Background: an optimization exercise with open tools, aiming at small area, a short achievable clock period and few clock cycles. Do not read the settings as production practice. Function was checked by simulation only, so behaviour that the tests miss may differ from the original. Power is estimated from default activity; no workload was simulated.

## flow/config.mk

```make
export PLATFORM = sky130hd
export DESIGN_NAME = sorted_list_pool
export DESIGN_NICKNAME = sorted_list_pool
export VERILOG_FILES = /design/flow/design.v
export SDC_FILE = /design/flow/constraint.sdc
export NUM_CORES = 4
export LEC_CHECK = 0
export CAP_MARGIN = 20
export CORE_MARGIN = 2
export CORE_UTILIZATION = 45
export CTS_CLUSTER_DIAMETER = 133
export CTS_CLUSTER_SIZE = 20
export PLACE_DENSITY = 0.75
export SETUP_SLACK_MARGIN = 5
export SLEW_MARGIN = 20
```

## flow/constraint.sdc

```tcl
create_clock -name core_clock -period 8.0 [get_ports {clk_i}]
set_input_delay 1.6000 -clock core_clock [delete_from_list [all_inputs] [get_ports {clk_i}]]
set_output_delay 1.6000 -clock core_clock [all_outputs]
set_load 0.01 [all_outputs]
```

## flow/design.v

```verilog
package slp_pkg;
  localparam logic [1:0] KIND_INSERT = 2'd0;
  localparam logic [1:0] KIND_DELETE = 2'd1;
  localparam logic [1:0] KIND_SHOW   = 2'd2;
  localparam logic [1:0] STATUS_DONE  = 2'd0;
  localparam logic [1:0] STATUS_FULL  = 2'd1;
  localparam logic [1:0] STATUS_EMPTY = 2'd2;
endpackage
module sorted_list_pool (
  input  logic        clk_i,
  input  logic        rst_ni,
  input  logic        start,
  input  logic [1:0]  in_kind,
  input  logic [31:0] in_value,
  output logic        busy,
  output logic        res_valid_o,
  output logic [1:0]  res_status,
  output logic [3:0]  res_slot,
  output logic [31:0] res_entry_value,
  output logic [4:0]  res_removed,
  output logic        res_last
);
  localparam int N = 16;
  function automatic logic sge(input logic [31:0] a, input logic [31:0] b);
    sge = $signed(a) >= $signed(b);
  endfunction
  function automatic logic [3:0] therm4(input logic [N-1:0] x);
    logic [3:0] t [2*N];
    for (int i = 0; i < N; i++) t[N+i] = {3'b000, x[i]};
    for (int i = N - 1; i >= 1; i--) begin
      for (int k = 0; k < 4; k++) begin
        t[i][k] = t[2*i][k] | t[2*i+1][k];
        for (int j = 0; j < k; j++) t[i][k] = t[i][k] | (t[2*i][j] & t[2*i+1][k-1-j]);
      end
    end
    therm4 = t[1];
  endfunction
  function automatic logic [2:0] popcnt4(input logic [3:0] x);
    popcnt4 = {2'b00, x[0]} + {2'b00, x[1]} + {2'b00, x[2]} + {2'b00, x[3]};
  endfunction
  function automatic logic [N-1:0] low_free(input logic [N-1:0] used);
    logic all_below;
    all_below = 1'b1;
    for (int i = 0; i < N; i++) begin
      low_free[i] = ~used[i] & all_below;
      all_below   = all_below & used[i];
    end
  endfunction
  logic          busy_q;
  logic          accept;
  assign accept = start && !busy_q;
  logic [N-1:0]  used_q, used_d;
  logic [31:0]   val_q [N];
  logic [N*N-1:0] m_q;              
  logic          a_vld_q;
  logic [1:0]    a_kind_q;
  logic [31:0]   a_val_q;
  logic [N-1:0]  ge_a, eq_a;
  for (genvar s = 0; s < N; s++) begin : g_cmp
    assign ge_a[s] = sge(val_q[s], a_val_q);
    assign eq_a[s] = (val_q[s] == a_val_q);
  end
  logic [N-1:0]  a_wr;
  assign a_wr = (a_vld_q && (a_kind_q == slp_pkg::KIND_INSERT)) ? low_free(used_d) : '0;
  for (genvar s = 0; s < N; s++) begin : g_val
    always_ff @(posedge clk_i) begin
      if (a_wr[s]) val_q[s] <= a_val_q;
    end
  end
  logic          b_vld_q;
  logic [1:0]    b_kind_q;
  logic [N-1:0]  ge_q, eq_q;        
  logic          shw_act_q;         
  logic [N-1:0]  cur_q;             
  logic is_ins, is_del, is_show, full, ins_ok;
  assign is_ins  = b_vld_q && (b_kind_q == slp_pkg::KIND_INSERT);
  assign is_del  = b_vld_q && (b_kind_q == slp_pkg::KIND_DELETE);
  assign is_show = (b_vld_q && (b_kind_q == slp_pkg::KIND_SHOW)) || shw_act_q;
  assign full    = &used_q;
  assign ins_ok  = is_ins && !full;
  logic [N-1:0]  fs_oh;
  assign fs_oh = low_free(used_q);
  logic [N-1:0]  sel;
  always_comb begin
    for (int s = 0; s < N; s++) begin
      sel[s] = cur_q[s];
      for (int t = 0; t < N; t++) begin
        if (t < s) begin
          if (cur_q[t] && m_q[t*N+s]) sel[s] = 1'b0;
        end else if (t > s) begin
          if (cur_q[t] && !m_q[s*N+t]) sel[s] = 1'b0;
        end
      end
    end
  end
  logic [3:0]    cur_th;
  assign cur_th = therm4(cur_q);
  logic [N-1:0]  del_mask;
  assign del_mask = used_q & eq_q;
  always_comb begin
    used_d = used_q;
    if (ins_ok)      used_d = used_q | fs_oh;
    else if (is_del) used_d = used_q & ~eq_q;
  end
  logic [3:0]    used_d_th;
  assign used_d_th = therm4(used_d);
  logic          shw_more;          
  assign shw_more = is_show && cur_th[1];
  always_ff @(posedge clk_i) begin
    for (int s = 0; s < N; s++) begin
      for (int t = s + 1; t < N; t++) begin
        if (ins_ok && fs_oh[s])      m_q[s*N+t] <= ge_q[t];
        else if (ins_ok && fs_oh[t]) m_q[s*N+t] <= ~ge_q[s];
      end
    end
  end
  logic          c_vld_q;
  logic [N-1:0]  c_oh_q;            
  logic [1:0]    c_status_q;
  logic          c_last_q;
  logic [2:0]    c_pc_q [4];        
  always_ff @(posedge clk_i or negedge rst_ni) begin
    if (!rst_ni) begin
      used_q    <= '0;
      cur_q     <= '0;
      a_vld_q   <= 1'b0;
      b_vld_q   <= 1'b0;
      shw_act_q <= 1'b0;
      busy_q    <= 1'b0;
      c_vld_q   <= 1'b0;
    end else begin
      used_q    <= used_d;
      cur_q     <= shw_more ? (cur_q & ~sel) : used_d;
      a_vld_q   <= accept;
      b_vld_q   <= a_vld_q;
      shw_act_q <= shw_more;
      busy_q    <= (accept && (in_kind == slp_pkg::KIND_SHOW))
                || (a_vld_q && (a_kind_q == slp_pkg::KIND_SHOW) && used_d_th[2])
                || (is_show && cur_th[3]);
      c_vld_q   <= b_vld_q || shw_act_q;
    end
  end
  always_ff @(posedge clk_i) begin
    a_kind_q  <= in_kind;
    a_val_q   <= in_value;
    b_kind_q  <= a_kind_q;
    ge_q      <= ge_a;
    eq_q      <= eq_a;
    c_oh_q     <= '0;
    c_status_q <= slp_pkg::STATUS_DONE;
    c_last_q   <= 1'b1;
    for (int i = 0; i < 4; i++) c_pc_q[i] <= '0;
    if (is_ins) begin
      if (full) c_status_q <= slp_pkg::STATUS_FULL;
      else      c_oh_q     <= fs_oh;
    end else if (is_del) begin
      for (int i = 0; i < 4; i++) c_pc_q[i] <= popcnt4(del_mask[4*i +: 4]);
    end else if (is_show) begin
      if (!cur_th[0]) begin
        c_status_q <= slp_pkg::STATUS_EMPTY;
      end else begin
        c_oh_q   <= sel;
        c_last_q <= !cur_th[1];
      end
    end
  end
  logic [31:0]   c_val;
  logic [3:0]    c_slot;
  always_comb begin
    c_val  = '0;
    c_slot = '0;
    for (int s = 0; s < N; s++) begin
      c_val  = c_val  | (c_oh_q[s] ? val_q[s] : 32'd0);
      c_slot = c_slot | (c_oh_q[s] ? 4'(s) : 4'd0);
    end
  end
  logic        out_vld_q;
  logic [1:0]  out_status_q;
  logic [3:0]  out_slot_q;
  logic [31:0] out_val_q;
  logic [4:0]  out_rem_q;
  logic        out_last_q;
  always_ff @(posedge clk_i or negedge rst_ni) begin
    if (!rst_ni) begin
      out_vld_q <= 1'b0;
    end else begin
      out_vld_q <= c_vld_q;
    end
  end
  always_ff @(posedge clk_i) begin
    out_status_q <= c_status_q;
    out_last_q   <= c_last_q;
    out_slot_q   <= c_slot;
    out_val_q    <= c_val;
    out_rem_q    <= ({2'b00, c_pc_q[0]} + {2'b00, c_pc_q[1]})
                  + ({2'b00, c_pc_q[2]} + {2'b00, c_pc_q[3]});
  end
  assign busy            = busy_q;
  assign res_valid_o     = out_vld_q;
  assign res_status      = out_status_q;
  assign res_slot        = out_slot_q;
  assign res_entry_value = out_val_q;
  assign res_removed     = out_rem_q;
  assign res_last        = out_last_q;
endmodule
```

## flow/run.sh

```bash
#!/bin/bash
# synth_recipe.tcl (not shown) runs the flow's synth.tcl, then flattens the netlist and writes it again
# the make line also repeats each setting of config.mk as NAME=value (left out here)
make -C /OpenROAD-flow-scripts/flow DESIGN_CONFIG=/design/flow/config.mk WORK_HOME=/design/flow/orfs CLKGATE_MAP_FILE= SYNTH_SCRIPT=/design/flow/synth_recipe.tcl finish
```

==> impl_metrics.env, run 1 <==
export IMPL_drc=0
export IMPL_reg2reg_depth=10
export IMPL_ys_async_sr_fraction_pct=4.674
export IMPL_core_um2=93470
export IMPL_synth_ff_type="edfxtp_1"
export IMPL_vias_per_cell=6.736
export IMPL_postSynthAreaPerCell_um2=12.03
export IMPL_grt_total_usage_pct=31.36
export IMPL_fmax_ghz=0.3313
export IMPL_drtPass1Iterations=9
export IMPL_start_kind="register"
export IMPL_syn_nets=4106
export IMPL_areaGrowthSynthToFinish_pct=14.47
export IMPL_worstSetupPathType="reg -> reg"
export IMPL_drive_above_1_share_pct=13.47
export IMPL_drt_iter0_drc=4919
export IMPL_synth_edf_count=632
export IMPL_cts_tree="built"
export IMPL_hold_class="reg -> reg"
export IMPL_rows=112
export IMPL_initial_core_util_pct=45.50
export IMPL_finalHoldViolations=0
export IMPL_holdWs_ns=0.3334
export IMPL_io_buffer_count=82
export IMPL_holdPathEnd="out_status_q[0]$_DFF_P_"
export IMPL_finalMaxSlewViolations=0
export IMPL_clock_latency_ns=0.66
export IMPL_arrival_ns=3.38
export IMPL_skew_ns=0.03566
export IMPL_vdd_ir_drop_max_uv=198.3
export IMPL_syn_area_um2=42530
export IMPL_power_density_nw_per_um2=199.1
export IMPL_r2r_end="val_q[15][10]$_DFFE_PP_"
export IMPL_dieArea_um2=96990
export IMPL_syn_inst=3535
export IMPL_slowest_stage="or3b_4"
export IMPL_dieWidth_um=311.4
export IMPL_cp_slowest_stage_delay_ns=0.43
export IMPL_final_antenna_net_count=0
export IMPL_setup_violations=0
export IMPL_final_cell_mix="632 x edfxtp_1, 521 x ha_1, 305 x nand2_1, 207 x buf_4"
export IMPL_clk_pin_slew_worst_paths_ns=0.09
export IMPL_num_vias=33770
export IMPL_place_congestion=0.9923
export IMPL_grt_pass1_wl_um=222500
export IMPL_grt_max_degree=39
export IMPL_nNetsFinal=4292
export IMPL_clockRootBuffer="clkbuf_16"
export IMPL_cts_made_buffers=46
export IMPL_seq_area_frac_synth_pct=53.59
export IMPL_synth_warnings=5
export IMPL_r2r_start="b_vld_q$_DFF_PN0_"
export IMPL_rsz0062_at_grt="true"
export IMPL_crit_buf_inv=2
export IMPL_fin_cells=5013
export IMPL_dieHeight_um=311.4
export IMPL_status="no timing/DRC/antenna violations"
export IMPL_dpl_worst_slack_ns=3.507
export IMPL_place_inst=4750
export IMPL_clkSinkCount=813
export IMPL_dpl_hpwl_um=104500
export IMPL_crit_required_ns=8.36
export IMPL_cap_viol_max_count=0
export IMPL_cts_max_path_buffers=3
export IMPL_ys_seq_elements=813
export IMPL_ys_types=73
export IMPL_worst_slack_ns=4.981
export IMPL_antenna_found_initial=2
export IMPL_post_route_period_util_pct=37.73
export IMPL_p_leak_nw=19.47
export IMPL_finalCriticalPeriod_ns=3.019
export IMPL_worstHoldStart="c_status_q[0]$_SDFF_PN0_"
export IMPL_wl_per_cell_um=31.35
export IMPL_layout_commonest_cell="edfxtp_1"
export IMPL_htree_levels=2
export IMPL_endpoint_kind="register"
export IMPL_path_cells="or3b_4 > o32ai_1 > nand2_2 > nor2_4 > nand3_4 > nor2_4 > nand3_4 > nor4_4 > buf_4 > bufbuf_16"
export IMPL_whs_path_depth=0
export IMPL_tightest_slew_ns=1.046
export IMPL_slew_headroom_pct=29.60
export IMPL_io_pins=83
export IMPL_drt_wl_total_um=157200
export IMPL_reg2reg_slack_ns=4.98
export IMPL_path_delay_family="simple AND/OR/NAND/NOR gates"
export IMPL_setup_tns_ns=0
export IMPL_p_total_mw=9.692
export IMPL_grt_pass1_vias=32130
export IMPL_grt_ovfl_total=0
export IMPL_crit_fanout=16
==> cell usage after synthesis (16+ instances only) <==
cell type | count | share of area [%]
buf_1 | 16 | 0.14
a22oi_1 | 23 | 0.41
a21o_1 | 137 | 2.4
o21a_1 | 148 | 2.6
o22ai_1 | 29 | 0.43
nor4_1 | 36 | 0.53
o211ai_1 | 16 | 0.28
a22o_1 | 136 | 2.8
o21ai_0 | 133 | 1.6
dfxtp_1 | 143 | 6.7
nand3_1 | 47 | 0.55
ha_1 | 524 | 15
nand2_1 | 310 | 2.7
nor2b_1 | 43 | 0.63
nand2b_1 | 26 | 0.38
a21oi_1 | 167 | 2.0
a211oi_1 | 22 | 0.39
a221oi_1 | 147 | 3.0
or3_1 | 24 | 0.35
edfxtp_1 | 632 | 45
dfrtp_1 | 38 | 2.2
nor3_1 | 37 | 0.44
nand4_1 | 151 | 2.2
and2_1 | 19 | 0.28
clkbuf_1 | 150 | 1.3
inv_1 | 106 | 0.94
nor2_1 | 97 | 0.86
==> worst max path at each step <==
stage                                   start                       to  slack (ns)  cells after the start
after CTS                 a_val_q[26]$_DFF_P_          ge_q[5]$_DFF_P_        4.91                     12
after floorplan           b_kind_q[1]$_DFF_P_   val_q[15][0]$_DFFE_PP_        4.31                     10
after global placement    a_val_q[24]$_DFF_P_          ge_q[5]$_DFF_P_        3.56                     11
after detailed placement  a_val_q[24]$_DFF_P_          ge_q[5]$_DFF_P_        3.51                     11
final                       b_vld_q$_DFF_PN0_  val_q[15][10]$_DFFE_PP_        4.98                     10
after global routing      used_q[3]$_DFF_PN0_         busy_q$_DFF_PN0_        4.86                     10
==> repair_timing <==
item / CTS / global route
gates cloned: 4 / 2
hold buffers: 0 / 0
gates resized for setup: 234 / 95
setup endpoints to repair: 666 / 307
setup buffers: 138 / 33
pin swaps: 24 / 36
==> power by group <==
part           switching, mW  internal (mW)  total, mW
logic                   1.31          0.824       2.13
registers              0.242           4.75       4.99
clock network           1.45           1.12       2.57
total                   3.00           6.69       9.69
==> through the flow <==
stage	util [%]	area, um^2
after floorplan	-	42720
after global placement	48.03	44900
after detailed placement	48.03	44900
after CTS	51.34	47990
after global routing	52.08	48680
final	52.09	48680
==> state kept, by name, indices dropped and copies added, names as in the netlist, 4 cells and up <==
register,flops
ge_q,16
out_slot_q,4
c_pc_q,12
a_val_q,32
eq_q,16
val_q,512
out_rem_q,5
out_val_q,32
used_q,16
cur_q,16
c_oh_q,16
m_q,120
==> cell type report <==
cell class | instances | area [um^2]
Antenna cell | 3 | 7.507
Clock buffer | 80 | 1300
Clock inverter | 3 | 37.54
Fill cell | 8072 | 44790
Inverter | 107 | 518.0
Multi-Input combinational cell | 2444 | 19670
Sequential cell | 813 | 22930
Tap cell | 1254 | 1569
Timing Repair Buffer | 309 | 2645
==> routing by layer <==
layer | share of wire (%) | vias up | track usage, %
li1 | - | 14270 | -
met5 | 0.0089 | - | 0
met3 | 12 | 549 | 6.109
met1 | 38 | 16350 | 41.96
met4 | 6.8 | 2 | 17.03
met2 | 44 | 2591 | 48.05
==> kinds of logic (layout without fill, tap and decap cells) <==
group,count (synthesis),in the layout,synth area share [%]
mux,6,6,0.1412
flops,813,813,53.59
other cells,0,3,0
xor+xnor,3,3,0.06179
buf+inv,281,499,2.518
compound gates,1047,1048,17.60
fa+ha+maj,545,545,16.15
simple gates,840,842,9.938
Testbench counts, summed over its fixed seeds: cycles 8,461.
==> run 2, diff against run 1 <==
--- a/flow/config.mk
+++ b/flow/config.mk
@@ -9,7 +9,6 @@
 export CORE_MARGIN = 2
 export CORE_UTILIZATION = 45
 export CTS_CLUSTER_DIAMETER = 133
-export CTS_CLUSTER_SIZE = 20
-export PLACE_DENSITY = 0.75
+export CTS_CLUSTER_SIZE = 16
 export SETUP_SLACK_MARGIN = 5
 export SLEW_MARGIN = 20
==> run 2 against run 1 <==
  * First-iteration DRC count shrank 12%
  * Register-to-register slack lost 0.05 ns
  * Highest routed layer unchanged
  * Worst setup slack lost 0.051 ns
  * Critical path depth shrank 4
  * Via count shrank 1.3%
  * Critical endpoint is now c_oh_q[6]$_DFF_P_
  * Still clean on timing, DRC and antenna
==> impl_metrics.env, run 2 <==
export IMPL_largest_register_ffs=512
export IMPL_dieWidth_um=311.4
export IMPL_placed_area_um2=44940
export IMPL_crit_fanout=18
export IMPL_rows=112
export IMPL_dpl_hpwl_um=108700
export IMPL_reg2reg_slack_ns=4.93
export IMPL_synth_edf_count=632
export IMPL_ys_types=73
export IMPL_endpoint_kind="register"
export IMPL_drtPass1Iterations=6
export IMPL_syn_inst=3535
export IMPL_finalHoldViolations=0
export IMPL_nNetsFinal=4336
export IMPL_drc=0
export IMPL_clkSinkCount=813
export IMPL_fin_cells=5067
export IMPL_place_congestion=0.9973
export IMPL_cts_made_buffers=56
export IMPL_clockRootBuffer="clkbuf_16"
export IMPL_start_kind="register"
export IMPL_io_buffer_count=82
export IMPL_cap_viol_max_count=0
export IMPL_syn_nets=4106
export IMPL_p_sw_mw=3.097
export IMPL_final_area_um2=49220
export IMPL_worstHoldStart="c_status_q[1]$_SDFF_PP0_"
export IMPL_setup_violations=0
export IMPL_fmax_ghz=0.3258
export IMPL_ys_async_sr_fraction_pct=4.674
export IMPL_r2r_end="c_oh_q[6]$_DFF_P_"
export IMPL_crit_required_ns=8.60
export IMPL_whs_path_depth=0
export IMPL_drt_wl_total_um=164800
export IMPL_largestRegisters="val_q x512, m_q x120"
export IMPL_regMostFlops="val_q"
export IMPL_power_density_nw_per_um2=203.3
export IMPL_reg2reg_depth=6
export IMPL_arrival_ns=3.67
export IMPL_layout_commonest_cell="edfxtp_1"
export IMPL_worstSetupPathType="reg -> reg"
export IMPL_hold_class="reg -> reg"
export IMPL_place_inst=4756
export IMPL_areaGrowthSynthToFinish_pct=15.74
export IMPL_vias_per_cell=6.576
export IMPL_seq_area_frac_synth_pct=53.59
export IMPL_grt_total_usage_pct=33.11
export IMPL_intPower_mw=6.910
export IMPL_synth_commonest_cells="632 x edfxtp_1, 524 x ha_1, 310 x nand2_1, 167 x a21oi_1, 151 x nand4_1"
export IMPL_yosysTopAreaCell="edfxtp_1"
export IMPL_synth_top_cell_area_share_pct=44.62
export IMPL_dieArea_um2=96990
export IMPL_finalCriticalPeriod_ns=3.070
export IMPL_cts_tree="built"
export IMPL_grt_pass1_wl_um=232000
export IMPL_ys_seq_elements=813
export IMPL_synth_top_cells_by_area="edfxtp_1 45%, ha_1 15%, dfxtp_1 6.7%, a221oi_1 3.0%, a22o_1 2.8%"
export IMPL_io_pins=83
export IMPL_holdPathEnd="out_status_q[1]$_DFF_P_"
export IMPL_grt_pass1_vias=32050
export IMPL_htree_levels=2
export IMPL_post_route_period_util_pct=38.37
export IMPL_slew_headroom_pct=19.33
export IMPL_core_um2=93470
export IMPL_drive_above_1_share_pct=14.54
export IMPL_power_frac_comb_pct=21.4
export IMPL_tightest_slew_ns=1.199
export IMPL_final_cell_mix="632 x edfxtp_1, 518 x ha_1, 308 x nand2_1, 235 x buf_4, 151 x nand4_1"
export IMPL_grt_max_degree=39
export IMPL_dieHeight_um=311.4
export IMPL_synth_warnings=5
export IMPL_yosysMostFrequentCell="edfxtp_1"
export IMPL_num_vias=33320
export IMPL_initial_core_util_pct=45.50
export IMPL_clk_pin_slew_worst_paths_ns=0.08
export IMPL_vdd_ir_drop_max_uv=213.7
export IMPL_wl_per_cell_um=32.52
export IMPL_syn_area_um2=42530
export IMPL_setup_tns_ns=0
export IMPL_final_antenna_net_count=0
export IMPL_skew_ns=0.05489
export IMPL_swShare_pct=30.95
export IMPL_antenna_found_initial=7
export IMPL_clockPowerShare_pct=28.6
export IMPL_p_total_mw=10.01
export IMPL_synth_ff_type="edfxtp_1"
export IMPL_sequentialPowerShare_pct=50.0
export IMPL_cts_max_path_buffers=3
export IMPL_finalMaxSlewViolations=0
export IMPL_clock_latency_ns=0.71
export IMPL_p_leak_nw=19.77
export IMPL_rsz0062_at_grt="true"
export IMPL_status="no timing/DRC/antenna violations"
export IMPL_grt_ovfl_total=0
export IMPL_r2r_start="cur_q[9]$_DFF_PN0_"
export IMPL_drt_iter0_drc=4336
export IMPL_postSynthAreaPerCell_um2=12.03
export IMPL_fin_util_pct=52.66
run 2: kinds of logic (layout without fill, tap and decap cells):
family                   Yosys count  in the layout  share of synthesized area [%]
AO/OA/AOI/OAI                   1047           1047                          17.60
AND/OR/NAND/NOR                  840            841                          9.938
flip-flops                       813            813                          53.59
adder cells (fa/ha/maj)          545            545                          16.15
buffers and inverters            281            556                          2.518
multiplexers                       6              6                         0.1412
XOR/XNOR                           3              3                        0.06179
other                              0              2                              0
run 2: critical path, stage by stage (launching register included):
cell	delay, ns
dfrtp_1	0.65
clkinv_1	0.43
o21ai_0	0.15
or4_1	0.57
nor4_1	0.93
nand2_1	0.14
nand2_1	0.13
run 2: power by group through the flow:
| stage | logic [mW] | registers (mW) | clock network (mW) |
|---|---|---|---|
| after CTS | 1.99 | 5.00 | 2.89 |
| after global routing | 2.27 | 5.02 | 3.05 |
| final | 2.14 | 5.00 | 2.87 |
| after floorplan | 1.19 | 4.96 | 0 |
| after detailed placement | 1.89 | 5.10 | 0 |
| after global placement | 1.89 | 5.10 | 0 |
run 2: through the flow:
stage,setup WS [ns],hold WS [ns]
after floorplan,4.309,0.3096
after global routing,4.890,0.3372
after global placement,3.764,0.3113
final,4.930,0.3311
after CTS,4.946,0.3327
after detailed placement,3.710,0.3128
run 2: repair_timing:
item | 4_1_cts | 5_1_grt
gates resized for setup | 236 | 83
pin swaps | 25 | 42
hold buffers | 0 | 0
buffers inserted | 155 | 46
setup endpoints to repair | 618 | 456
gates cloned | 3 | 1
run 2: routing by layer:
metal,vias up,GRT usage [%],routed length [um]
li1,14350,-,-
met1,16530,44.80,66530
met2,2022,51.44,73070
met3,415,6.089,16060
met4,2,15.59,9090
met5,-,0.8893,20
run 2: area by class of cell:
type / instances / area (um^2)
Multi-Input combinational cell: 2442 / 19610
Sequential cell: 813 / 22930
Clock inverter: 4 / 50.05
Fill cell: 8156 / 44250
Clock buffer: 100 / 1567
Tap cell: 1254 / 1569
Timing Repair Buffer: 345 / 2980
Antenna cell: 2 / 5.005
Inverter: 107 / 514.2
run 2: worst max-delay path by stage:
stage,from,end,slack [ns]
finish,cur_q[9]$_DFF_PN0_,c_oh_q[6]$_DFF_P_,4.93
global placement,b_vld_q$_DFF_PN0_,val_q[11][13]$_DFFE_PP_,3.76
CTS,used_q[4]$_DFF_PN0_,val_q[15][26]$_DFFE_PP_,4.95
detailed placement,b_vld_q$_DFF_PN0_,val_q[11][18]$_DFFE_PP_,3.71
floorplan,b_kind_q[1]$_DFF_P_,val_q[15][0]$_DFFE_PP_,4.31
global route,used_q[1]$_DFF_PN0_,val_q[15][26]$_DFFE_PP_,4.89
==> run 3, diff against run 2 <==
--- a/flow/config.mk
+++ b/flow/config.mk
@@ -9,6 +9,7 @@
 export CORE_MARGIN = 2
 export CORE_UTILIZATION = 45
 export CTS_CLUSTER_DIAMETER = 133
-export CTS_CLUSTER_SIZE = 16
+export CTS_CLUSTER_SIZE = 20
+export GPL_ROUTABILITY_DRIVEN = 0
 export SETUP_SLACK_MARGIN = 5
 export SLEW_MARGIN = 20
==> run 3 against run 2 <==
  * Die area did not move
  * Critical path type unchanged
  * Final cell count fell by 0.85%
  * First-iteration DRC count rose by 2.6%
  * Via count rose by 0.50%
  * Clock power fell by 9.1%
  * Highest routed layer is now met4
  * Wire length fell by 1.4%
  * Cell area fell by 0.97%
==> impl_metrics.env, run 3 <==
export IMPL_status="no timing/DRC/antenna violations"
export IMPL_syn_nets=4106
export IMPL_largest_register_ffs=512
export IMPL_synth_commonest_cells="632 x edfxtp_1, 524 x ha_1, 310 x nand2_1, 167 x a21oi_1, 151 x nand4_1"
export IMPL_fmax_ghz=0.3268
export IMPL_rsz0062_at_grt="true"
export IMPL_drt_iter0_drc=4449
export IMPL_cp_slowest_stage_delay_ns=0.48
export IMPL_holdWs_ns=0.3345
export IMPL_vias_per_cell=6.665
export IMPL_slowest_stage="or3_4"
export IMPL_io_pins=83
export IMPL_clock_latency_ns=0.65
export IMPL_arrival_ns=3.65
export IMPL_areaGrowthSynthToFinish_pct=14.61
export IMPL_regArea_um2=22930
export IMPL_synth_edf_count=632
export IMPL_grt_pass1_vias=31700
export IMPL_nFillCells=8119
export IMPL_clkSinkCount=813
export IMPL_grt_pass1_wl_um=229100
export IMPL_setup_tns_ns=0
export IMPL_cts_tree="built"
export IMPL_hold_class="reg -> reg"
export IMPL_io_buffer_count=82
export IMPL_ys_seq_elements=813
export IMPL_place_inst=4753
export IMPL_htree_levels=2
export IMPL_p_leak_nw=19.54
export IMPL_dieWidth_um=311.4
export IMPL_antenna_found_initial=4
export IMPL_seq_area_frac_synth_pct=53.59
export IMPL_reg2reg_slack_ns=4.94
export IMPL_largestRegisters="val_q x512, m_q x120"
export IMPL_slew_headroom_pct=29.68
export IMPL_synth_top_cell_area_share_pct=44.62
export IMPL_finalHoldViolations=0
export IMPL_layout_commonest_cell="edfxtp_1"
export IMPL_nNetsFinal=4303
export IMPL_rows=112
export IMPL_syn_area_um2=42530
export IMPL_multiInputGateArea_um2=19580
export IMPL_clk_pin_slew_worst_paths_ns=0.10
export IMPL_cts_max_path_buffers=3
export IMPL_r2r_end="ge_q[5]$_DFF_P_"
export IMPL_postSynthAreaPerCell_um2=12.03
export IMPL_setup_violations=0
export IMPL_ys_async_sr_fraction_pct=4.674
export IMPL_dpl_hpwl_um=106700
export IMPL_synth_warnings=5
export IMPL_post_route_period_util_pct=38.24
export IMPL_worstSetupPathType="reg -> reg"
export IMPL_power_density_nw_per_um2=199.7
export IMPL_tightest_slew_ns=1.052
export IMPL_path_delay_family="simple AND/OR/NAND/NOR gates"
export IMPL_ys_types=73
export IMPL_holdPathEnd="out_last_q$_DFF_P_"
export IMPL_crit_fanout=15
export IMPL_skew_ns=0.02284
export IMPL_grt_total_usage_pct=32.59
export IMPL_whs_path_depth=0
export IMPL_synth_ff_type="edfxtp_1"
export IMPL_placed_area_um2=44920
export IMPL_wl_per_cell_um=32.33
export IMPL_worstHoldStart="c_last_q$_SDFF_PP1_"
export IMPL_finalMaxSlewViolations=0
export IMPL_final_area_um2=48740
export IMPL_drc=0
export IMPL_fin_cells=5024
export IMPL_grt_max_degree=39
export IMPL_dieHeight_um=311.4
export IMPL_r2r_start="a_val_q[27]$_DFF_P_"
export IMPL_path_cells="inv_1 > buf_4 > ha_1 > nand4_1 > nor2_2 > nand3_1 > or3_4 > nor2_2 > and3_4 > inv_1 > nor4_4 > nand2b_1"
export IMPL_final_cell_mix="632 x edfxtp_1, 518 x ha_1, 308 x nand2_1, 214 x buf_4, 155 x a21oi_1"
export IMPL_finalCriticalPeriod_ns=3.060
export IMPL_final_antenna_net_count=0
export IMPL_yosysMostFrequentCell="edfxtp_1"
export IMPL_yosysTopAreaCell="edfxtp_1"
export IMPL_initial_core_util_pct=45.50
export IMPL_start_kind="register"
export IMPL_regMostFlops="val_q"
export IMPL_drt_wl_total_um=162400
export IMPL_cap_viol_max_count=0
export IMPL_vdd_ir_drop_max_uv=159.6
export IMPL_p_total_mw=9.733
export IMPL_drtPass1Iterations=6
export IMPL_crit_required_ns=8.59
export IMPL_num_vias=33490
export IMPL_endpoint_kind="register"
export IMPL_cts_made_buffers=46
export IMPL_crit_buf_inv=3
export IMPL_core_um2=93470
export IMPL_syn_inst=3535
export IMPL_synth_top_cells_by_area="edfxtp_1 45%, ha_1 15%, dfxtp_1 6.7%, a221oi_1 3.0%, a22o_1 2.8%"
export IMPL_dieArea_um2=96990
export IMPL_grt_ovfl_total=0
export IMPL_reg2reg_depth=12
export IMPL_drive_above_1_share_pct=13.56
export IMPL_clockRootBuffer="clkbuf_16"
==> run 3: layout make-up <==
type | instances | share of cell area [%]
well taps | 1254 | 3.219
multi-input cells | 2442 | 40.16
clock buffers | 84 | 2.785
repair buffers | 322 | 5.704
diodes | 1 | 0.005134
clock inverters | 1 | 0.01797
inverters | 107 | 1.063
flip-flops and latches | 813 | 47.04
==> run 3: worst max path at each step <==
stage | start | endpoint | slack [ns] | cells after the start
after CTS | a_val_q[27]$_DFF_P_ | ge_q[5]$_DFF_P_ | 4.93 | 12
final | a_val_q[27]$_DFF_P_ | ge_q[5]$_DFF_P_ | 4.94 | 12
after floorplan | b_kind_q[1]$_DFF_P_ | val_q[15][0]$_DFFE_PP_ | 4.31 | 10
after detailed placement | b_vld_q$_DFF_PN0_ | val_q[15][19]$_DFFE_PP_ | 3.75 | 10
after global placement | b_vld_q$_DFF_PN0_ | val_q[15][19]$_DFFE_PP_ | 3.84 | 10
after global routing | used_q[5]$_DFF_PN0_ | busy_q$_DFF_PN0_ | 4.82 | 11
==> run 3: power by group <==
part           switching [mW]  internal (mW)
clock                    1.45           1.16
sequential              0.234           4.75
combinational            1.31          0.830
==> run 3: what timing repair did <==
item	CTS	global route
pin swaps	19	32
setup buffers	139	43
setup endpoints to repair	630	426
hold buffers	0	0
resized for setup	220	86
cloned	3	0
==> run 3: worst reg2reg max path, cell delays in order (launching register included) <==
cell,delay (ns)
dfxtp_4,0.36
inv_1,0.05
buf_4,0.21
ha_1,0.32
nand4_1,0.22
nor2_2,0.21
nand3_1,0.20
or3_4,0.48
nor2_2,0.17
and3_4,0.23
inv_1,0.08
nor4_4,0.34
nand2b_1,0.14
==> run 3: kinds of logic (layout without fill, tap and decap cells) <==
family / count (synthesis) / count (layout) / share of synthesized area [%]
mux: 6 / 6 / 0.1412
flops: 813 / 813 / 53.59
compound gates: 1047 / 1047 / 17.60
other cells: 0 / 1 / 0
fa+ha+maj: 545 / 545 / 16.15
simple gates: 840 / 841 / 9.938
buf+inv: 281 / 514 / 2.518
xor+xnor: 3 / 3 / 0.06179
==> run 3: layer usage <==
| metal | vias to the layer above | part of all wire [%] | global-route usage, % |
|---|---|---|---|
| met5 | - | 0 | 0 |
| met4 | 0 | 5.7 | 15.56 |
| met3 | 464 | 12 | 6.901 |
| met2 | 2387 | 44 | 49.67 |
| met1 | 16350 | 39 | 44.35 |
| li1 | 14290 | - | - |
==> run 3: metrics by stage <==
step | worst slack [ns] | utilization [%]
final | 4.940 | 52.15
after CTS | 4.926 | 51.37
after detailed placement | 3.750 | 48.06
after global placement | 3.844 | 48.06
after global routing | 4.818 | 52.15
after floorplan | 4.309 | -
==> run 4, diff against run 3 <==
==> flow/config.mk (replaced) <==
export PLATFORM = sky130hd
export DESIGN_NAME = sorted_list_pool
export DESIGN_NICKNAME = sorted_list_pool
export VERILOG_FILES = /design/flow/design.v
export SDC_FILE = /design/flow/constraint.sdc
export NUM_CORES = 4
export LEC_CHECK = 0
export CAP_MARGIN = 5
export CORE_MARGIN = 2
export CORE_UTILIZATION = 45
export CTS_CLUSTER_DIAMETER = 133
export CTS_CLUSTER_SIZE = 20
export SETUP_SLACK_MARGIN = 5
export SLEW_MARGIN = 5
==> run 4 against run 3 <==
  * Still clean on timing, DRC and antenna
  * Clock-buffer cell count decreased by 1
  * Area after synthesis stayed put
  * Register-to-register slack better by 0.06 ns
  * Hold slack better by 0.00055 ns
  * Core utilization up 0.23 points
  * Power fell by 0.36%
  * Clock power is essentially flat
  * Clock skew up 0.019 ns
  * Final cell count increased by 0.32%
  * Via count down 0.66%
  * Critical path depth is 3 lower
  * Sequential share of layout area shrank 0.21 points
  * Critical path type unchanged
==> impl_metrics.env, run 4 <==
export IMPL_status="no timing/DRC/antenna violations"
export IMPL_ys_seq_elements=813
export IMPL_p_total_mw=9.699
export IMPL_largestRegisters="val_q x512, m_q x120"
export IMPL_grt_ovfl_total=0
export IMPL_cts_tree="built"
export IMPL_grt_use_met3_pct=5.757
export IMPL_clk_pin_slew_worst_paths_ns=0.10
export IMPL_grt_max_degree=39
export IMPL_dieWidth_um=311.4
export IMPL_final_antenna_net_count=0
export IMPL_place_inst=4756
export IMPL_finalCriticalPeriod_ns=3.003
export IMPL_grt_pass1_vias=31810
export IMPL_ys_types=73
export IMPL_synth_top_cell_area_share_pct=44.62
export IMPL_io_buffer_count=82
export IMPL_initial_core_util_pct=45.50
export IMPL_dpl_hpwl_um=108700
export IMPL_endpoint_kind="register"
export IMPL_drc=0
export IMPL_finalHoldViolations=0
export IMPL_final_cell_mix="632 x edfxtp_1, 517 x ha_1, 307 x nand2_1, 231 x buf_4, 151 x nand4_1"
export IMPL_place_congestion=0.9973
export IMPL_antenna_found_initial=3
export IMPL_setup_violations=0
export IMPL_synth_edf_count=632
export IMPL_rows=112
export IMPL_synth_ff_type="edfxtp_1"
export IMPL_nNetsFinal=4318
export IMPL_fmax_ghz=0.3330
export IMPL_layout_commonest_cell="edfxtp_1"
export IMPL_r2r_start="a_val_q[30]$_DFF_P_"
export IMPL_dpl_worst_slack_ns=3.710
export IMPL_wl_per_cell_um=32.66
export IMPL_cts_max_path_buffers=3
export IMPL_grt_use_met2_pct=51.16
export IMPL_vdd_ir_drop_max_uv=234.5
export IMPL_finalMaxSlewViolations=0
export IMPL_syn_inst=3535
export IMPL_areaGrowthSynthToFinish_pct=15.12
export IMPL_slew_headroom_pct=24.38
export IMPL_core_um2=93470
export IMPL_drt_iter0_drc=4264
export IMPL_hold_class="reg -> reg"
export IMPL_crit_fanout=12
export IMPL_drive_above_1_share_pct=14.35
export IMPL_syn_nets=4106
export IMPL_synth_warnings=5
export IMPL_yosysMostFrequentCell="edfxtp_1"
export IMPL_seq_area_frac_synth_pct=53.59
export IMPL_final_area_um2=48960
export IMPL_worstSetupPathType="reg -> reg"
export IMPL_skew_ns=0.04147
export IMPL_synth_top_cells_by_area="edfxtp_1 45%, ha_1 15%, dfxtp_1 6.7%, a221oi_1 3.0%, a22o_1 2.8%"
export IMPL_largest_register_ffs=512
export IMPL_clockRootBuffer="clkbuf_16"
export IMPL_postSynthAreaPerCell_um2=12.03
export IMPL_dieHeight_um=311.4
export IMPL_p_leak_nw=19.64
export IMPL_cts_made_buffers=46
export IMPL_power_density_nw_per_um2=198.1
export IMPL_tightest_slew_ns=1.124
export IMPL_whs_path_depth=0
export IMPL_vias_per_cell=6.600
export IMPL_ctsHoldBuffers=0
export IMPL_dieArea_um2=96990
export IMPL_use_met1_pct=44.76
export IMPL_rsz0062_at_grt="true"
export IMPL_worstHoldStart="c_status_q[1]$_SDFF_PP0_"
export IMPL_cap_viol_max_count=0
export IMPL_post_route_period_util_pct=37.53
export IMPL_busiest_layer="met2"
export IMPL_yosysTopAreaCell="edfxtp_1"
export IMPL_drt_wl_total_um=164600
export IMPL_drtPass1Iterations=6
export IMPL_io_pins=83
export IMPL_synth_commonest_cells="632 x edfxtp_1, 524 x ha_1, 310 x nand2_1, 167 x a21oi_1, 151 x nand4_1"
export IMPL_arrival_ns=3.61
export IMPL_reg2reg_depth=9
export IMPL_setup_tns_ns=0
export IMPL_num_vias=33260
export IMPL_start_kind="register"
export IMPL_worstSetupStartpoint="a_val_q[30]$_DFF_P_"
export IMPL_syn_area_um2=42530
export IMPL_clock_latency_ns=0.66
export IMPL_regMostFlops="val_q"
export IMPL_grt_pass1_wl_um=230400
export IMPL_fin_cells=5040
export IMPL_ys_async_sr_fraction_pct=4.674
export IMPL_worst_slack_ns=4.997
export IMPL_htree_levels=2
export IMPL_crit_required_ns=8.61
export IMPL_grt_total_usage_pct=32.87
export IMPL_clkSinkCount=813
export IMPL_placed_area_um2=44940
[run 4: cell count changes in the layout (fill, tap and decap cells not counted), moves of 3 or more]
cell      before  now
buf_4        214  231
a21oi_1      155  146
a21oi_2       11   18
a211oi_1      12    8
buf_12        10    7
o21ai_0      125  122
o21ai_1       11   14
[run 4: report_power, final]
part / switching [mW] / total (mW) / internal, mW
sequential: 0.249 / 5.00 / 4.75
clock: 1.46 / 2.58 / 1.12
combinational: 1.31 / 2.12 / 0.817
[run 4: final timing paths]
| path | end | slack (ns) |
|---|---|---|
| worst max-delay path | ge_q[11]$_DFF_P_ | 5.00 |
| worst min-delay path | out_status_q[1]$_DFF_P_ | 0.34 |
| worst max register to register | ge_q[11]$_DFF_P_ | 5.00 |
| min in group asynchronous | a_vld_q$_DFF_PN0_ | 1.09 |
| worst min register to register | out_status_q[1]$_DFF_P_ | 0.34 |
| max in group asynchronous | used_q[13]$_DFF_PN0_ | 6.23 |
[run 4: stage by stage]
step	utilization (%)	hold WS [ns]
finish	52.38	0.3351
global route	52.37	0.3412
CTS	51.53	0.3372
detailed placement	48.08	0.3128
global placement	48.08	0.3113
floorplan	-	0.3096
[run 4: what timing repair did]
action,in CTS,in global routing
pin swaps,24,54
setup buffers,153,36
resized for setup,243,95
cloned,2,6
setup endpoints to repair,618,448
[run 4: layout make-up]
type / count / area (um^2)
antenna: 2 / 5.005
clock buffer: 83 / 1311
clock inverter: 2 / 17.52
fill: 8146 / 44510
inverter: 107 / 510.5
multi-input combinational: 2443 / 19700
sequential: 813 / 22930
tap: 1254 / 1569
timing repair buffer: 336 / 2912
[run 4: logic make-up (layout without fill, tap and decap cells)]
kind of cell             count (synthesis)  after routing  share of synthesized area, %
adder cells (fa/ha/maj)                545            545                         16.15
AND/OR/NAND/NOR                        840            842                         9.938
multiplexers                             6              6                        0.1412
XOR/XNOR                                 3              3                       0.06179
AO/OA/AOI/OAI                         1047           1047                         17.60
other                                    0              2                             0
flip-flops                             813            813                         53.59
buffers and inverters                  281            528                         2.518
[run 4: layer usage]
metal	part of all wire, %	wire length (um)
met1	40	65810
met2	44	72800
met3	10	16450
met4	5.8	9535
met5	0.0079	13
[run 4: worst max-delay path, cell delays in order (launching register included)]
cell        delay [ns]
dfxtp_4           0.44
clkinvlp_4        0.17
buf_4             0.19
buf_4             0.14
ha_1              0.29
nand4_1           0.25
nor4_4            0.43
nand2_1           0.15
nor4_1            0.65
or3b_4            0.25
==> run 5, diff against run 4 <==
--- a/flow/design.v
+++ b/flow/design.v
@@ -69,7 +69,7 @@
   end
   logic          b_vld_q;
   logic [1:0]    b_kind_q;
-  logic [N-1:0]  ge_q, eq_q;        
+  logic [N-1:0]  x_q;               
   logic          shw_act_q;         
   logic [N-1:0]  cur_q;             
   logic is_ins, is_del, is_show, full, ins_ok;
@@ -96,11 +96,11 @@
   logic [3:0]    cur_th;
   assign cur_th = therm4(cur_q);
   logic [N-1:0]  del_mask;
-  assign del_mask = used_q & eq_q;
+  assign del_mask = used_q & x_q;
   always_comb begin
     used_d = used_q;
     if (ins_ok)      used_d = used_q | fs_oh;
-    else if (is_del) used_d = used_q & ~eq_q;
+    else if (is_del) used_d = used_q & ~x_q;
   end
   logic [3:0]    used_d_th;
   assign used_d_th = therm4(used_d);
@@ -109,8 +109,8 @@
   always_ff @(posedge clk_i) begin
     for (int s = 0; s < N; s++) begin
       for (int t = s + 1; t < N; t++) begin
-        if (ins_ok && fs_oh[s])      m_q[s*N+t] <= ge_q[t];
-        else if (ins_ok && fs_oh[t]) m_q[s*N+t] <= ~ge_q[s];
+        if (ins_ok && fs_oh[s])      m_q[s*N+t] <= x_q[t];
+        else if (ins_ok && fs_oh[t]) m_q[s*N+t] <= ~x_q[s];
       end
     end
   end
@@ -144,8 +144,7 @@
     a_kind_q  <= in_kind;
     a_val_q   <= in_value;
     b_kind_q  <= a_kind_q;
-    ge_q      <= ge_a;
-    eq_q      <= eq_a;
+    x_q       <= (a_kind_q == slp_pkg::KIND_DELETE) ? eq_a : ge_a;
     c_oh_q     <= '0;
     c_status_q <= slp_pkg::STATUS_DONE;
     c_last_q   <= 1'b1;
--- a/flow/config.mk
+++ b/flow/config.mk
@@ -5,10 +5,10 @@
 export SDC_FILE = /design/flow/constraint.sdc
 export NUM_CORES = 4
 export LEC_CHECK = 0
-export CAP_MARGIN = 5
+export CAP_MARGIN = 20
 export CORE_MARGIN = 2
 export CORE_UTILIZATION = 45
 export CTS_CLUSTER_DIAMETER = 133
 export CTS_CLUSTER_SIZE = 20
 export SETUP_SLACK_MARGIN = 5
-export SLEW_MARGIN = 5
+export SLEW_MARGIN = 20
==> run 5 against run 4 <==
  * Area after synthesis rose by 0.16%
  * First-iteration DRC count increased by 9.9%
  * Final cell count up 0.67%
  * Highest routed layer is now met4
==> impl_metrics.env, run 5 <==
export IMPL_cp_slowest_stage_delay_ns=0.46
export IMPL_io_pins=83
export IMPL_vdd_ir_drop_max_uv=231.5
export IMPL_dieArea_um2=97140
export IMPL_synth_commonest_cells="632 x edfxtp_1, 524 x ha_1, 320 x nand2_1, 224 x a21o_1, 161 x a21oi_1"
export IMPL_path_cells="nand4b_1 > nand2_2 > or3_1 > a221o_1 > nor2b_2 > nand4_1 > nand4bb_4 > buf_6 > nor3_4 > buf_12 > clkbuf_16"
export IMPL_drt_iter0_drc=4686
export IMPL_cts_max_path_buffers=3
export IMPL_yosysMostFrequentCell="edfxtp_1"
export IMPL_drt_wl_total_um=171600
export IMPL_endpoint_kind="register"
export IMPL_hold_class="reg -> reg"
export IMPL_setup_violations=0
export IMPL_clk_pin_slew_worst_paths_ns=0.10
export IMPL_start_kind="register"
export IMPL_drc=0
export IMPL_dieHeight_um=311.7
export IMPL_largest_register_ffs=512
export IMPL_final_antenna_net_count=0
export IMPL_synth_ff_type="edfxtp_1"
export IMPL_tightest_slew_ns=1.210
export IMPL_core_um2=93610
export IMPL_crit_fanout=8
export IMPL_postSynthAreaPerCell_um2=11.91
export IMPL_synth_top_cells_by_area="edfxtp_1 45%, ha_1 15%, dfxtp_1 6.0%, a21o_1 3.9%, a221oi_1 3.0%"
export IMPL_ys_seq_elements=797
export IMPL_rows=112
export IMPL_htree_levels=2
export IMPL_arrival_ns=3.51
export IMPL_slowest_stage="dfrtp_2"
export IMPL_fmax_ghz=0.3182
export IMPL_drtPass1Iterations=6
export IMPL_p_total_mw=8.362
export IMPL_yosysTopAreaCell="edfxtp_1"
export IMPL_regMostFlops="val_q"
export IMPL_clock_latency_ns=0.69
export IMPL_finalMaxSlewViolations=0
export IMPL_antenna_found_initial=3
export IMPL_power_density_nw_per_um2=171.5
export IMPL_post_route_period_util_pct=39.28
export IMPL_finalCriticalPeriod_ns=3.143
export IMPL_drive_above_1_share_pct=13.33
export IMPL_status="no timing/DRC/antenna violations"
export IMPL_grt_pass1_vias=32450
export IMPL_dieWidth_um=311.7
export IMPL_io_buffer_count=82
export IMPL_nNetsFinal=4354
export IMPL_worstSetupPathType="reg -> reg"
export IMPL_seq_area_frac_synth_pct=52.76
export IMPL_num_vias=33980
export IMPL_p_leak_nw=19.87
export IMPL_cap_viol_max_count=0
export IMPL_finalHoldViolations=0
export IMPL_vias_per_cell=6.697
export IMPL_synth_warnings=5
export IMPL_slew_headroom_pct=18.95
export IMPL_wl_per_cell_um=33.83
export IMPL_synth_top_cell_area_share_pct=44.55
export IMPL_syn_nets=4146
export IMPL_ys_async_sr_fraction_pct=4.768
export IMPL_syn_area_um2=42600
export IMPL_grt_ovfl_total=0
export IMPL_final_cell_mix="632 x edfxtp_1, 523 x ha_1, 316 x nand2_1, 224 x a21o_1, 215 x buf_4"
export IMPL_initial_core_util_pct=45.50
export IMPL_cts_made_buffers=45
export IMPL_clkSinkCount=797
export IMPL_crit_required_ns=8.37
export IMPL_dpl_hpwl_um=111600
export IMPL_setup_tns_ns=0
export IMPL_clockRootBuffer="clkbuf_16"
export IMPL_ys_types=85
export IMPL_place_congestion=0.9707
export IMPL_grt_pass1_wl_um=237800
export IMPL_synth_edf_count=632
export IMPL_cts_tree="built"
export IMPL_layout_commonest_cell="edfxtp_1"
export IMPL_grt_total_usage_pct=34.12
export IMPL_largestRegisters="val_q x512, m_q x120"
export IMPL_grt_max_degree=39
export IMPL_skew_ns=0.04153
export IMPL_rsz0062_at_grt="true"
export IMPL_areaGrowthSynthToFinish_pct=14.44
export IMPL_syn_inst=3575
## run 5: changes by cell type in the layout (fill, tap and decap cells not counted), sizes merged, moves of 9 or more
cell,previous run,this run
a22oi,23,32
or3,24,11
nand2,310,320
o21ai,137,153
dfxtp,143,127
nor2b,43,32
a21o,137,224
inv,79,64
nand2b,26,11
nor2,97,129
o21a,148,62
and3,7,16
## run 5: power breakdown
| part | switching [mW] | internal [mW] |
|---|---|---|
| logic | 0.714 | 0.445 |
| clock network | 1.45 | 1.08 |
| registers | 0.118 | 4.56 |
| total | 2.28 | 6.08 |
## run 5: layout make-up
| class | instances | area [um^2] |
|---|---|---|
| fillers | 8338 | 44860 |
| multi-input cells | 2506 | 19630 |
| repair buffers | 337 | 3189 |
| well taps | 1254 | 1569 |
| clock inverters | 3 | 22.52 |
| clock buffers | 80 | 1257 |
| flip-flops and latches | 797 | 22600 |
| inverters | 96 | 478.0 |
| diodes | 1 | 2.502 |
## run 5: worst paths after layout
kind | to | start | slack, ns | cells past startpoint
worst min register to register | out_last_q$_DFF_P_ | c_last_q$_SDFF_PP1_ | 0.33 | 0
max in group asynchronous | used_q[11]$_DFF_PN0_ | rst_ni | 6.57 | 1
worst min-delay path | out_last_q$_DFF_P_ | c_last_q$_SDFF_PP1_ | 0.33 | 0
worst max register to register | val_q[14][28]$_DFFE_PP_ | b_vld_q$_DFF_PN0_ | 4.86 | 11
min in group asynchronous | c_vld_q$_DFF_PN0_ | rst_ni | 0.92 | 1
worst max-delay path | val_q[14][28]$_DFFE_PP_ | b_vld_q$_DFF_PN0_ | 4.86 | 11
## run 5: metrics by stage
| stage | util (%) | std cells | area, um^2 | hold slack (ns) | setup slack (ns) |
|---|---|---|---|---|---|
| floorplan | - | 3575 | 42720 | 0.3096 | 4.272 |
| global placement | 47.95 | 4789 | 44890 | 0.3112 | 3.159 |
| detailed placement | 47.99 | 4790 | 44930 | 0.3138 | 3.043 |
| CTS | 51.29 | 5019 | 48010 | 0.3349 | 4.901 |
| global route | 52.07 | 5073 | 48740 | 0.3451 | 4.758 |
| finish | 52.07 | 5074 | 48750 | 0.3345 | 4.857 |
## run 5: worst max-delay path, delay by kind of cell, from the launching register on
family | cells | cell delay [ns]
compound gates | 1 | 0.37
flops | 1 | 0.46
buf+inv | 3 | 0.56
simple gates | 7 | 1.42
## run 5: repair_timing
action / in CTS / in global routing
setup endpoints to repair: 685 / 434
pin swaps: 13 / 14
hold buffers: 0 / 0
buffers inserted: 137 / 46
cloned: 9 / 8
gates resized for setup: 203 / 71
endpoints found under the hold margin: 0 / 0
## run 5: cells by family (layout without fill, tap and decap cells)
kind of cell               count (synthesis)  count (layout)  share of synthesized area, %
buffers and inverters                    274             516                         2.523
adders and majority gates                541             541                         16.03
other                                      0               1                             0
xor gates and xnor gates                   1               1                       0.02057
DFF                                      797             797                         52.76
muxes                                      3               3                       0.07050
AOI/OAI and AO/OA                       1094            1094                         18.38
and+or+nand+nor                          865             867                         10.23
## run 5: layer usage
layer	GRT usage [%]	share of wire [%]	routed length [um]
met5	0	0	0
met4	18.76	6.6	11270
met3	5.031	9.3	16020
met2	54.14	45	77430
met1	45.02	39	66920
Testbench counts of run 5, summed over its fixed seeds: cycles 8,461.
==> run 6, diff against run 5 <==
--- a/flow/config.mk
+++ b/flow/config.mk
@@ -10,5 +10,6 @@
 export CORE_UTILIZATION = 45
 export CTS_CLUSTER_DIAMETER = 133
 export CTS_CLUSTER_SIZE = 20
+export PLACE_DENSITY = 0.75
 export SETUP_SLACK_MARGIN = 5
 export SLEW_MARGIN = 20
==> run 6 against run 5 <==
  * Sequential power hardly changed
  * Highest routed layer is now met5
  * Synthesized cell count stayed put
  * Clock-buffer cell count is 2 lower
  * Register-to-register slack worse by 0.02 ns
  * Core utilization is 0.38 points higher
  * Final cell count is 0.32% higher
==> impl_metrics.env, run 6 <==
export IMPL_vdd_ir_drop_max_uv=177.7
export IMPL_nFillCells=8154
export IMPL_cp_slowest_stage_delay_ns=0.51
export IMPL_slew_headroom_pct=17.01
export IMPL_grt_pass1_vias=33350
export IMPL_grt_use_met3_pct=7.321
export IMPL_syn_area_um2=42600
export IMPL_antenna_found_initial=5
export IMPL_final_antenna_net_count=0
export IMPL_clk_pin_slew_worst_paths_ns=0.10
export IMPL_setup_tns_ns=0
export IMPL_regMostFlops="val_q"
export IMPL_core_um2=93610
export IMPL_final_cell_mix="632 x edfxtp_1, 523 x ha_1, 316 x nand2_1, 224 x a21o_1, 217 x buf_4"
export IMPL_drive_above_1_share_pct=13.74
export IMPL_muxShareOfSynthArea_pct=0.07050
export IMPL_path_cells="or3b_4 > nor4_4 > a31o_2 > nand4bb_4 > buf_12 > nor3b_4 > buf_6 > buf_6 > buf_16"
export IMPL_arrival_ns=3.54
export IMPL_ys_seq_elements=797
export IMPL_postSynthAreaPerCell_um2=11.91
export IMPL_dpl_worst_slack_ns=3.046
export IMPL_synth_adder_area_share_pct=16.03
export IMPL_setup_violations=0
export IMPL_grt_use_met2_pct=49.05
export IMPL_endpoint_kind="register"
export IMPL_dieWidth_um=311.7
export IMPL_layout_commonest_cell="edfxtp_1"
export IMPL_drt_wl_total_um=164800
export IMPL_io_pins=83
export IMPL_fmax_ghz=0.3167
export IMPL_place_congestion=1.028
export IMPL_n_antenna_cell=0
export IMPL_yosysTopAreaCell="edfxtp_1"
export IMPL_cpMostUsedCell="buf_6"
export IMPL_post_route_period_util_pct=39.47
export IMPL_clkSinkCount=797
export IMPL_hold_class="reg -> reg"
export IMPL_ys_async_sr_fraction_pct=4.768
export IMPL_largestRegisters="val_q x512, m_q x120"
export IMPL_dieArea_um2=97140
export IMPL_ctsHoldBuffers=0
export IMPL_status="no timing/DRC/antenna violations"
export IMPL_clock_latency_ns=0.68
export IMPL_finalMaxSlewViolations=0
export IMPL_tightest_slew_ns=1.245
export IMPL_io_buffer_count=82
export IMPL_vias_per_cell=6.851
export IMPL_synth_edf_count=632
export IMPL_seq_area_frac_synth_pct=52.76
export IMPL_num_vias=34870
export IMPL_cts_made_buffers=46
export IMPL_crit_fanout=13
export IMPL_synth_ff_type="edfxtp_1"
export IMPL_ys_types=85
export IMPL_grt_ovfl_total=0
export IMPL_busiest_layer="met2"
export IMPL_power_density_nw_per_um2=171.7
export IMPL_areaGrowthSynthToFinish_pct=15.27
export IMPL_grt_pass1_wl_um=229400
export IMPL_initial_core_util_pct=45.50
export IMPL_nNetsFinal=4372
export IMPL_rows=112
export IMPL_use_met1_pct=40.94
export IMPL_cts_tree="built"
export IMPL_syn_nets=4146
export IMPL_wl_per_cell_um=32.39
export IMPL_rsz0062_at_grt="true"
export IMPL_p_total_mw=8.431
export IMPL_dieHeight_um=311.7
export IMPL_largest_register_ffs=512
export IMPL_clockRootBuffer="clkbuf_16"
export IMPL_worstSetupPathType="reg -> reg"
export IMPL_cap_viol_max_count=0
export IMPL_worst_slack_ns=4.842
export IMPL_cts_max_path_buffers=3
export IMPL_drt_iter0_drc=5640
export IMPL_finalCriticalPeriod_ns=3.158
export IMPL_drc=0
export IMPL_finalHoldViolations=0
export IMPL_syn_inst=3575
export IMPL_p_leak_nw=20.07
export IMPL_synth_commonest_cells="632 x edfxtp_1, 524 x ha_1, 320 x nand2_1, 224 x a21o_1, 161 x a21oi_1"
export IMPL_synth_top_cells_by_area="edfxtp_1 45%, ha_1 15%, dfxtp_1 6.0%, a21o_1 3.9%, a221oi_1 3.0%"
export IMPL_dpl_hpwl_um=107100
export IMPL_start_kind="register"
export IMPL_yosysMostFrequentCell="edfxtp_1"
export IMPL_synthXorXnorAreaFrac_pct=0.02056
export IMPL_crit_required_ns=8.38
export IMPL_grt_total_usage_pct=32.26
export IMPL_synth_simple_area_share_pct=10.23
export IMPL_synth_warnings=5
export IMPL_synth_compound_area_share_pct=18.38
export IMPL_synth_top_cell_area_share_pct=44.55
export IMPL_drtPass1Iterations=7
export IMPL_slowest_stage="or3b_4"
export IMPL_htree_levels=2
export IMPL_skew_ns=0.06483
export IMPL_grt_max_degree=39
export IMPL_synth_top_family_by_area="compound AO/OA/AOI/OAI gates"
==> run 6: changes by cell type in the layout (fill, tap and decap cells not counted), sizes merged <==
cell	delta
buf	+12
clkbuf	+3
clkdlybuf4s15	+1
diode	-1
dlygate4sd2	-1
inv	+2
==> run 6: power breakdown <==
group | switching, mW | internal (mW)
logic | 0.718 | 0.446
registers | 0.127 | 4.56
clock network | 1.47 | 1.11
==> run 6: worst max-delay path: cells and delay by family (launching register included) <==
| family | cells | cell delay, ns |
|---|---|---|
| AND/OR/NAND/NOR | 4 | 1.35 |
| AO/OA/AOI/OAI | 1 | 0.44 |
| buffers and inverters | 4 | 0.64 |
| flip-flops | 1 | 0.45 |
==> run 6: path summary, 6_finish.rpt <==
kind	start	end	slack [ns]	depth (start not counted)
setup / recovery	b_vld_q$_DFF_PN0_	val_q[13][19]$_DFFE_PP_	4.84	9
hold / removal	c_status_q[1]$_SDFF_PP0_	out_status_q[1]$_DFF_P_	0.33	0
setup reg to reg	b_vld_q$_DFF_PN0_	val_q[13][19]$_DFFE_PP_	4.84	9
max in group asynchronous	rst_ni	used_q[0]$_DFF_PN0_	6.47	2
hold reg to reg	c_status_q[1]$_SDFF_PP0_	out_status_q[1]$_DFF_P_	0.33	0
min in group asynchronous	rst_ni	out_vld_q$_DFF_PN0_	1.05	2
==> run 6: metal layers <==
metal	vias up	share of wire, %
li1	14550	-
met1	16720	36
met2	2841	43
met3	758	13
met4	8	9.1
met5	-	0.032
==> run 6: final cells by class <==
type,count,area [um^2],area share [%]
clock inverters,5,83.83,0.1707
clock buffers,78,1271,2.589
inverters,96,478.0,0.9734
well taps,1254,1569,3.195
repair buffers,354,3473,7.074
flip-flops and latches,797,22610,46.04
multi-input cells,2506,19620,39.96
==> run 6: stage by stage <==
stage | area, um^2 | std cells | hold slack [ns] | util, %
after floorplan | 42720 | 3575 | 0.3096 | -
after global placement | 44840 | 4782 | 0.3146 | 47.90
after detailed placement | 44840 | 4782 | 0.3143 | 47.90
after CTS | 48110 | 5030 | 0.3313 | 51.39
after global routing | 49100 | 5090 | 0.3385 | 52.45
final | 49100 | 5090 | 0.3255 | 52.45
==> run 6: logic make-up after synthesis <==
kind of cell               after synthesis
AOI/OAI and AO/OA                     1094
xor gates and xnor gates                 1
adders and majority gates              541
buffers and inverters                  274
DFF                                    797
muxes                                    3
and+or+nand+nor                        865
==> run 6: timing repair <==
action	in CTS	in global routing
setup endpoints to repair	665	435
gates cloned	9	13
gates resized for setup	214	83
pin swaps	17	9
setup buffers	156	45
==> run 7, diff against run 6 <==
--- a/flow/design.v
+++ b/flow/design.v
@@ -69,15 +69,14 @@
   end
   logic          b_vld_q;
   logic [1:0]    b_kind_q;
-  logic [N-1:0]  x_q;               
+  logic [N-1:0]  ge_q, eq_q;        
   logic          shw_act_q;         
   logic [N-1:0]  cur_q;             
-  logic is_ins, is_del, is_show, full, ins_ok;
+  logic is_ins, is_del, is_show, full;
   assign is_ins  = b_vld_q && (b_kind_q == slp_pkg::KIND_INSERT);
   assign is_del  = b_vld_q && (b_kind_q == slp_pkg::KIND_DELETE);
   assign is_show = (b_vld_q && (b_kind_q == slp_pkg::KIND_SHOW)) || shw_act_q;
   assign full    = &used_q;
-  assign ins_ok  = is_ins && !full;
   logic [N-1:0]  fs_oh;
   assign fs_oh = low_free(used_q);
   logic [N-1:0]  sel;
@@ -96,21 +95,23 @@
   logic [3:0]    cur_th;
   assign cur_th = therm4(cur_q);
   logic [N-1:0]  del_mask;
-  assign del_mask = used_q & x_q;
+  assign del_mask = used_q & eq_q;
   always_comb begin
     used_d = used_q;
-    if (ins_ok)      used_d = used_q | fs_oh;
-    else if (is_del) used_d = used_q & ~x_q;
-  end
-  logic [3:0]    used_d_th;
-  assign used_d_th = therm4(used_d);
+    if (is_ins)      used_d = used_q | fs_oh;
+    else if (is_del) used_d = used_q & ~eq_q;
+  end
+  logic [3:0]    used_th;
+  logic          ge3_next;
+  assign used_th  = therm4(used_q);
+  assign ge3_next = used_th[2] || (is_ins && used_th[1]);
   logic          shw_more;          
   assign shw_more = is_show && cur_th[1];
   always_ff @(posedge clk_i) begin
     for (int s = 0; s < N; s++) begin
       for (int t = s + 1; t < N; t++) begin
-        if (ins_ok && fs_oh[s])      m_q[s*N+t] <= x_q[t];
-        else if (ins_ok && fs_oh[t]) m_q[s*N+t] <= ~x_q[s];
+        if (is_ins && fs_oh[s])      m_q[s*N+t] <= ge_q[t];
+        else if (is_ins && fs_oh[t]) m_q[s*N+t] <= ~ge_q[s];
       end
     end
   end
@@ -135,7 +136,7 @@
       b_vld_q   <= a_vld_q;
       shw_act_q <= shw_more;
       busy_q    <= (accept && (in_kind == slp_pkg::KIND_SHOW))
-                || (a_vld_q && (a_kind_q == slp_pkg::KIND_SHOW) && used_d_th[2])
+                || (a_vld_q && (a_kind_q == slp_pkg::KIND_SHOW) && ge3_next)
                 || (is_show && cur_th[3]);
       c_vld_q   <= b_vld_q || shw_act_q;
     end
@@ -144,7 +145,8 @@
     a_kind_q  <= in_kind;
     a_val_q   <= in_value;
     b_kind_q  <= a_kind_q;
-    x_q       <= (a_kind_q == slp_pkg::KIND_DELETE) ? eq_a : ge_a;
+    ge_q      <= ge_a;
+    eq_q      <= eq_a;
     c_oh_q     <= '0;
     c_status_q <= slp_pkg::STATUS_DONE;
     c_last_q   <= 1'b1;
--- a/flow/config.mk
+++ b/flow/config.mk
@@ -7,9 +7,8 @@
 export LEC_CHECK = 0
 export CAP_MARGIN = 20
 export CORE_MARGIN = 2
-export CORE_UTILIZATION = 45
+export CORE_UTILIZATION = 30
 export CTS_CLUSTER_DIAMETER = 133
-export CTS_CLUSTER_SIZE = 20
-export PLACE_DENSITY = 0.75
+export CTS_CLUSTER_SIZE = 24
 export SETUP_SLACK_MARGIN = 5
 export SLEW_MARGIN = 20
==> run 7 against run 6 <==
  * Combinational power grew 58%
  * Critical path depth up 2
  * Hold slack better by 0.0094 ns
  * Fmax grew 0.73%
  * Power grew 9.6%
  * Die area up 49%
  * Synthesized cell count fell by 1.9%
  * Core utilization shrank 17 points
  * Clock skew fell by 0.039 ns
  * Non-clock buffer count shrank 7
  * Critical path type unchanged
==> impl_metrics.env, run 7 <==
export IMPL_cts_max_path_buffers=3
export IMPL_synth_ff_type="edfxtp_1"
export IMPL_cp_slowest_stage_delay_ns=0.45
export IMPL_dieWidth_um=381.0
export IMPL_place_congestion=0.9720
export IMPL_clockRootBuffer="clkbuf_16"
export IMPL_io_buffer_count=82
export IMPL_rows=138
export IMPL_grt_total_usage_pct=22.97
export IMPL_drtPass1Iterations=8
export IMPL_cp_num_cells=11
export IMPL_drc=0
export IMPL_skew_ns=0.02589
export IMPL_slowest_stage="and4bb_4"
export IMPL_placed_area_um2=45800
export IMPL_antenna_found_initial=8
export IMPL_ys_types=88
export IMPL_finalMaxSlewViolations=0
export IMPL_largest_register_ffs=512
export IMPL_grt_max_degree=39
export IMPL_syn_area_um2=42630
export IMPL_clock_latency_ns=0.64
export IMPL_path_delay_family="simple AND/OR/NAND/NOR gates"
export IMPL_grt_ovfl_total=0
export IMPL_ys_seq_elements=813
export IMPL_tightest_slew_ns=1.209
export IMPL_crit_required_ns=8.34
export IMPL_final_area_um2=49440
export IMPL_final_cell_mix="632 x edfxtp_1, 524 x ha_1, 285 x nand2_1, 235 x buf_4, 154 x a21o_1"
export IMPL_clk_pin_slew_worst_paths_ns=0.10
export IMPL_start_kind="register"
export IMPL_synth_commonest_cells="632 x edfxtp_1, 524 x ha_1, 288 x nand2_1, 159 x a21oi_1, 154 x a21o_1"
export IMPL_worstSetupStartpoint="b_vld_q$_DFF_PN0_"
export IMPL_worstSetupPathType="reg -> reg"
export IMPL_status="no timing/DRC/antenna violations"
export IMPL_synth_warnings=5
export IMPL_vdd_ir_drop_max_uv=147.7
export IMPL_ctsHoldBuffers=0
export IMPL_seq_area_frac_synth_pct=53.46
export IMPL_num_vias=34100
export IMPL_reg2reg_depth=11
export IMPL_finalHoldViolations=0
export IMPL_endpoint_kind="register"
export IMPL_arrival_ns=3.48
export IMPL_grt_pass1_wl_um=241200
export IMPL_setup_violations=0
export IMPL_htree_levels=2
export IMPL_crit_buf_inv=4
export IMPL_final_antenna_net_count=0
run 7: changes by cell type after synthesis, sizes merged, moves of 14 or more:
cell / before / now
a211oi: 25 / 11
a21o: 224 / 154
dfxtp: 127 / 143
inv: 93 / 119
nand2: 320 / 289
nor2: 129 / 97
nor3: 44 / 27
o21a: 62 / 135
o21ai: 153 / 114
run 7: per-stage QoR:
stage	instances	power, mW	utilization [%]	setup WS [ns]
finish	5650	9.238	35.00	4.865
global placement	5367	6.741	32.41	3.647
global route	5649	9.541	35.00	4.833
CTS	5615	9.204	34.58	4.991
detailed placement	5368	6.745	32.42	3.581
floorplan	3507	5.905	-	4.249
run 7: logic make-up (layout without fill, tap and decap cells):
logic type	count (synthesis)	count (layout)	synth area share, %
compound gates	1061	1061	18.16
xor+xnor	1	1	0.02055
fa+ha+maj	542	542	16.04
buf+inv	291	541	2.606
flops	813	813	53.46
mux	5	5	0.1291
other cells	0	2	0
simple gates	794	795	9.591
run 7: layout make-up:
| type | count | area, um^2 |
|---|---|---|
| tap | 1890 | 2365 |
| clock inverter | 1 | 20.02 |
| multi-input combinational | 2404 | 19330 |
| clock buffer | 71 | 1181 |
| timing repair buffer | 347 | 3045 |
| antenna | 2 | 5.005 |
| inverter | 122 | 574.3 |
| fill | 14070 | 91800 |
| sequential | 813 | 22910 |
run 7: worst min path at each step:
| stage | slack [ns] | endpoint | from | cells past startpoint |
|---|---|---|---|---|
| global placement | 0.31 | out_status_q[1]$_DFF_P_ | c_status_q[1]$_SDFF_PP0_ | 0 |
| CTS | 0.34 | out_status_q[1]$_DFF_P_ | c_status_q[1]$_SDFF_PP0_ | 0 |
| finish | 0.33 | out_status_q[1]$_DFF_P_ | c_status_q[1]$_SDFF_PP0_ | 0 |
| detailed placement | 0.31 | out_status_q[1]$_DFF_P_ | c_status_q[1]$_SDFF_PP0_ | 0 |
| global route | 0.34 | out_status_q[1]$_DFF_P_ | c_status_q[1]$_SDFF_PP0_ | 0 |
| floorplan | 0.31 | out_last_q$_DFF_P_ | c_last_q$_SDFF_PP1_ | 0 |
run 7: what timing repair did:
action / 4_1_cts / 5_1_grt
gates resized for setup: 190 / 62
pin swaps: 14 / 12
setup endpoints to repair: 551 / 356
buffers inserted: 172 / 29
hold endpoints to repair: 0 / 0
gates cloned: 3 / 4
run 7: per-layer routing:
layer  vias up  global-route usage (%)  wire, um  share of wire [%]
li1      14290                       -         -                  -
met1     16850                   32.40     70870                 41
met2      2471                   33.53     72650                 42
met3       489                   5.030     21600                 12
met4         4                   10.26      8875                5.1
met5         -                       0        26              0.015
run 7: power by group:
part / total, mW / switching, mW / leakage (nW) / internal, mW
Combinational: 1.83 / 1.13 / 11.8 / 0.697
Clock: 2.47 / 1.45 / 0.573 / 1.02
Sequential: 4.93 / 0.193 / 7.37 / 4.74
Testbench counts of run 7, summed over its fixed seeds: cycles 8,461.

Check on run 7: ideal ports give 4.865 ns setup slack; a clkbuf_16 on the clock port and buf_2 on the inputs give 4.865 ns; moving port delays by the midpoint clock arrival (0.704 ns) as well gives 4.509 ns.
